What follows belongs to an exercise in optimizing a design on an open flow for small area; a production flow would make more cautious choices.
The RTL was checked by simulation tests, not by an equivalence proof against the original design.
No activity file was given, so power comes from the tool's default toggle rates.

==> inputs of job 142 <==
==> flow/design.v <==
module instr_issue_unit #(
    parameter int               ISIZE = 16,
    parameter int               DSIZE = 16,
    parameter int               DEPTH = 64,
    parameter int               AW    = 6,
    parameter logic [ISIZE-1:0] NOP   = '0
) (
    input  logic             clk,
    input  logic             reset,
    input  logic             load_we,
    input  logic [AW-1:0]    load_addr,
    input  logic [ISIZE-1:0] load_instr,
    input  logic [DSIZE-1:0] load_data,
    input  logic             load_init,
    input  logic             start,
    input  logic [AW:0]      prog_len,
    input  logic             stall,
    input  logic             abort,
    output logic [ISIZE-1:0] Instruction,
    output logic [DSIZE-1:0] DataInit,
    output logic             InitSel,
    output logic             issue_valid,
    output logic [AW-1:0]    pc,
    output logic             busy,
    output logic             done
);
    localparam int EW = ISIZE + DSIZE + 1;
    localparam int NP = DEPTH / 2;       
    localparam int PW = AW - 1;          
    logic              fetch;
    logic [AW-1:0]     lm1;       
    logic              last;
    logic              clr;
    logic              idle_done;
    logic              len_zero;
    logic [AW-1:0]     lm1_in;
    logic [AW-1:0]     pc_inc;
    logic              phase;
    logic              pol_a;
    logic              pol_b;
    logic [EW-1:0]     slot_a [NP];
    logic [EW-1:0]     slot_b [NP];
    logic [EW-1:0]     a_nxt  [NP];
    logic [NP-1:0]     col    [EW];
    logic [EW-1:0]     din;
    logic              wreq;
    logic              in_a;        
    logic [EW-1:0]     bus_d;       
    logic [NP-1:0]     wr_d;
    logic [NP-1:0]     wr_p;
    logic [NP-1:0]     rot;
    logic              wp_v;
    logic [PW-1:0]     wp_pair;
    logic [EW-1:0]     wp_data;
    logic [AW-1:0]     ra;
    logic [NP-1:0]     rsel;
    logic [EW-1:0]     rd_a;        
    logic [EW-1:0]     rd_t;        
    logic              byp;
    logic              nbyp;
    assign busy      = fetch | issue_valid;
    assign idle_done = ~busy;
    assign clr       = reset | abort;
    assign last      = (pc == lm1);
    assign len_zero  = (prog_len == '0);
    assign lm1_in    = prog_len[AW] ? {AW{1'b1}} : (prog_len[AW-1:0] - 1'b1);
    assign pc_inc    = pc + 1'b1;
    always_ff @(posedge clk) begin
        phase <= ~phase;
        pol_a <= ~pol_b;
        pol_b <= pol_a;
    end
    assign din   = {load_init, load_data, load_instr};
    assign wreq  = load_we & idle_done;
    assign in_a  = (load_addr[0] == phase);
    assign bus_d = din ^ {EW{pol_b}};
    always_ff @(posedge clk) begin
        wp_v    <= wreq & in_a;
        wp_pair <= load_addr[AW-1:1];
        wp_data <= din ^ {EW{pol_a}};
    end
    generate
        for (genvar p = 0; p < NP; p++) begin : g_pair
            assign wr_d[p] = wreq & ~in_a & (load_addr[AW-1:1] == PW'(p));
            assign wr_p[p] = wp_v & (wp_pair == PW'(p)) & ~wr_d[p];
            assign rot[p]  = ~(wr_d[p] | wr_p[p]);
            assign rsel[p] = (ra[AW-1:1] == PW'(p));
            for (genvar b = 0; b < EW; b++) begin : g_bit
                iu_aoi222 u_next (
                    .q({wp_data[b], bus_d[b], slot_b[p][b]}),
                    .sel({wr_p[p], wr_d[p], rot[p]}),
                    .y(a_nxt[p][b])
                );
                assign col[b][p] = slot_a[p][b];
            end
            always_ff @(posedge clk) begin
                slot_a[p] <= a_nxt[p];
                slot_b[p] <= slot_a[p];
            end
        end
        for (genvar b = 0; b < EW; b++) begin : g_col
            iu_read_bit u_read (.q(col[b]), .sel(rsel), .y(rd_a[b]));
        end
    endgenerate
    assign ra   = fetch ? pc : (issue_valid ? pc_inc : '0);
    assign rd_t = rd_a ^ {EW{pol_a}};
    assign byp  = wreq & (load_addr == '0);
    assign nbyp = ~byp;
    logic [EW-1:0] fields_n;
    logic [EW-1:0] ld_n;
    logic          pre;         
    logic          f_ld;
    assign pre  = ~clr & ((issue_valid & ~stall & ~last) | (idle_done & start & ~len_zero));
    assign f_ld = (pre | fetch) & (ra[0] == phase);
    generate
        for (genvar b = 0; b < EW; b++) begin : g_out
            iu_oai22 u_ld (.a(rd_t[b]), .sa(byp), .b(din[b]), .sb(nbyp), .y(ld_n[b]));
        end
    endgenerate
    always_ff @(posedge clk) begin
        if (f_ld) fields_n <= ld_n;
    end
    assign {InitSel, DataInit, Instruction} = ~(fields_n | {EW{~issue_valid}});
    always_ff @(posedge clk) begin
        if (clr) begin
            fetch       <= 1'b0;
            issue_valid <= 1'b0;
            done        <= 1'b0;
            pc          <= '0;
        end else if (idle_done) begin
            if (start) begin
                pc    <= '0;
                lm1   <= lm1_in;
                fetch <= ~len_zero;
                done  <= len_zero;
            end
        end else if (fetch) begin
            fetch       <= 1'b0;
            issue_valid <= 1'b1;
        end else if (!stall) begin
            issue_valid <= 1'b0;
            fetch       <= ~last;
            done        <= last;
            if (!last) pc <= pc_inc;
        end
    end
endmodule
module iu_oai22 (
    input  logic a,
    input  logic sa,
    input  logic b,
    input  logic sb,
    output logic y
);
    assign y = ~((a | sa) & (b | sb));
endmodule
module iu_aoi222 (
    input  logic [2:0] q,
    input  logic [2:0] sel,
    output logic       y
);
    assign y = ~|(q & sel);
endmodule
module iu_nand2 (
    input  logic [1:0] a,
    output logic       y
);
    assign y = ~&a;
endmodule
module iu_nand4 (
    input  logic [3:0] a,
    output logic       y
);
    assign y = ~&a;
endmodule
module iu_or3 (
    input  logic [2:0] a,
    output logic       y
);
    assign y = |a;
endmodule
module iu_read_bit (
    input  logic [31:0] q,
    input  logic [31:0] sel,
    output logic        y
);
    logic [11:0] a;    
    logic [2:0]  b;    
    for (genvar i = 0; i < 10; i++) begin : g_a
        iu_aoi222 u_a (.q(q[3*i +: 3]), .sel(sel[3*i +: 3]), .y(a[i]));
    end
    iu_nand2 u_a10 (.a({q[30], sel[30]}), .y(a[10]));
    iu_nand2 u_a11 (.a({q[31], sel[31]}), .y(a[11]));
    for (genvar i = 0; i < 3; i++) begin : g_b
        iu_nand4 u_b (.a(a[4*i +: 4]), .y(b[i]));
    end
    iu_or3 u_c (.a(b), .y(y));
endmodule
==> flow/run.sh <==
#!/bin/bash
# synth_recipe.tcl (not shown) runs the flow's synth.tcl, then flattens the netlist and writes it again
# the make line also repeats each setting of config.mk as NAME=value (left out here)
make -C /OpenROAD-flow-scripts/flow DESIGN_CONFIG=/design/flow/config.mk WORK_HOME=/design/flow/orfs CLKGATE_MAP_FILE= SYNTH_SCRIPT=/design/flow/synth_recipe.tcl finish
==> flow/config.mk <==
export PLATFORM = sky130hd
export DESIGN_NAME = instr_issue_unit
export DESIGN_NICKNAME = instr_issue_unit
export VERILOG_FILES = /design/flow/design.v
export SDC_FILE = /design/flow/constraint.sdc
export NUM_CORES = 4
export LEC_CHECK = 0
export ABC_CLOCK_PERIOD_IN_PS = 5000
export CAP_MARGIN = 10
export CORE_MARGIN = 2
export CORE_UTILIZATION = 55
export CTS_BUF_LIST = sky130_fd_sc_hd__clkbuf_16
export CTS_CLUSTER_DIAMETER = 150
export CTS_CLUSTER_SIZE = 30
export SLEW_MARGIN = 10
export SYNTH_HIERARCHICAL = 1
==> flow/constraint.sdc <==
create_clock -name core_clock -period 5.0 [get_ports {clk}]
set_input_delay 1.0000 -clock core_clock [delete_from_list [all_inputs] [get_ports {clk}]]
set_output_delay 1.0000 -clock core_clock [all_outputs]
set_load 0.01 [all_outputs]
==> job 4090 (differences from job 142) <==
--- a/flow/design.v
+++ b/flow/design.v
@@ -60,2 +60,4 @@
     logic              nbyp;
+    logic [EW-1:0]     pf;          
+    logic [EW-1:0]     pf_nxt;
     assign busy      = fetch | issue_valid;
@@ -108,11 +110,17 @@
     assign nbyp = ~byp;
-    logic [EW-1:0] fields_n;
-    logic [EW-1:0] ld_n;
-    logic          pre;         
-    logic          f_ld;
-    assign pre  = ~clr & ((issue_valid & ~stall & ~last) | (idle_done & start & ~len_zero));
-    assign f_ld = (pre | fetch) & (ra[0] == phase);
+    logic [EW-1:0] fields;
+    logic [EW-1:0] fields_nxt;
+    logic          f_lda;
+    logic          f_ldp;
+    logic          f_hold;
+    assign f_lda  = fetch & ~clr & (pc[0] == phase);
+    assign f_ldp  = fetch & ~clr & (pc[0] != phase);
+    assign f_hold = issue_valid & stall & ~clr;
     generate
         for (genvar b = 0; b < EW; b++) begin : g_out
-            iu_oai22 u_ld (.a(rd_t[b]), .sa(byp), .b(din[b]), .sb(nbyp), .y(ld_n[b]));
+            iu_oai22 u_pf (.a(rd_t[b]), .sa(byp), .b(din[b]), .sb(nbyp), .y(pf_nxt[b]));
+            iu_ao222 u_out (
+                .a(rd_t[b]), .sa(f_lda), .b(~pf[b]), .sb(f_ldp), .c(fields[b]), .sc(f_hold),
+                .y(fields_nxt[b])
+            );
         end
@@ -120,5 +128,6 @@
     always_ff @(posedge clk) begin
-        if (f_ld) fields_n <= ld_n;
-    end
-    assign {InitSel, DataInit, Instruction} = ~(fields_n | {EW{~issue_valid}});
+        pf     <= pf_nxt;
+        fields <= fields_nxt;
+    end
+    assign {InitSel, DataInit, Instruction} = fields;
     always_ff @(posedge clk) begin
@@ -156,2 +165,13 @@
 endmodule
+module iu_ao222 (
+    input  logic a,
+    input  logic sa,
+    input  logic b,
+    input  logic sb,
+    input  logic c,
+    input  logic sc,
+    output logic y
+);
+    assign y = (a & sa) | (b & sb) | (c & sc);
+endmodule
 module iu_aoi222 (
Settings changed: CTS_CLUSTER_DIAMETER 150 to not set, CTS_CLUSTER_SIZE 30 to 24.
==> qor summary <==
| metric | job 142 | job 4090 |
|---|---|---|
| Required arrival time at the worst endpoint | 5.44 ns | 5.71 ns |
| Outcome | no timing/DRC/antenna violations | no timing/DRC/antenna violations |
| Number of clock sinks seen by CTS | 2202 | 2235 |
| Fin crit period | 4.509 ns | 4.519 ns |
| Peak per-stage delay on the critical path | 0.62 ns | 1.04 ns |
| Grt met2 use | 58.34% | 59.27% |
| Routing usage on met3 | 9.178% | 8.145% |
| Post-route core utilization | 62.82% | 66.16% |
| Total area of multi-input combinational cells | 0.01930 mm² | 0.01935 mm² |
| Worst min-delay path endpoint | slot_b[25][27]$_DFF_P_ | slot_b[29][15]$_DFF_P_ |
| Static leakage | 25.83 nW | 28.70 nW |
| Synth Area in Compound Gates | 23.31% | 23.50% |
| Final non-filler cell area | 0.07077 mm² | 0.07555 mm² |
| Global routing usage summed across all routing layers | 39.25% | 39.33% |
| Number of cells produced by synthesis | 4300 | 4384 |
| Overall routed net length | 237200 µm | 239500 µm |
| Met1 capacity usage during global routing | 54.05% | 52.18% |
| Seq/Total Area, Yosys | 71.05% | 70.90% |
| Flip-flop and latch share of the layout cell area | 62.86% | 59.32% |

re-timing with driven ports:
How much do the figures lean on ideal ports? The routed layouts below were timed once more, with nothing changed but the port constraints. Step 1 assumes that a clkbuf_16 drives the clock port and a buf_2 every other input. Step 2 moves the port delays by t, midway between the first and last clock arrival at a register: inputs arrive t later, outputs are due t later. That takes back most of the time a late clock gives input paths. Three values: no drivers, after step 1, after step 2; two values: the first two.
| run | t (ns) | setup slack, ns | latest minus earliest clock arrival (ns) |
|---|---|---|---|
| job 142 | 0.792 | 0.491 / 0.491 / 0.491 | 0.034 / 0.034 |
| job 4090 | 0.901 | 0.481 / 0.481 / 0.481 | 0.026 / 0.027 |
After both steps every run listed still meets setup and hold.
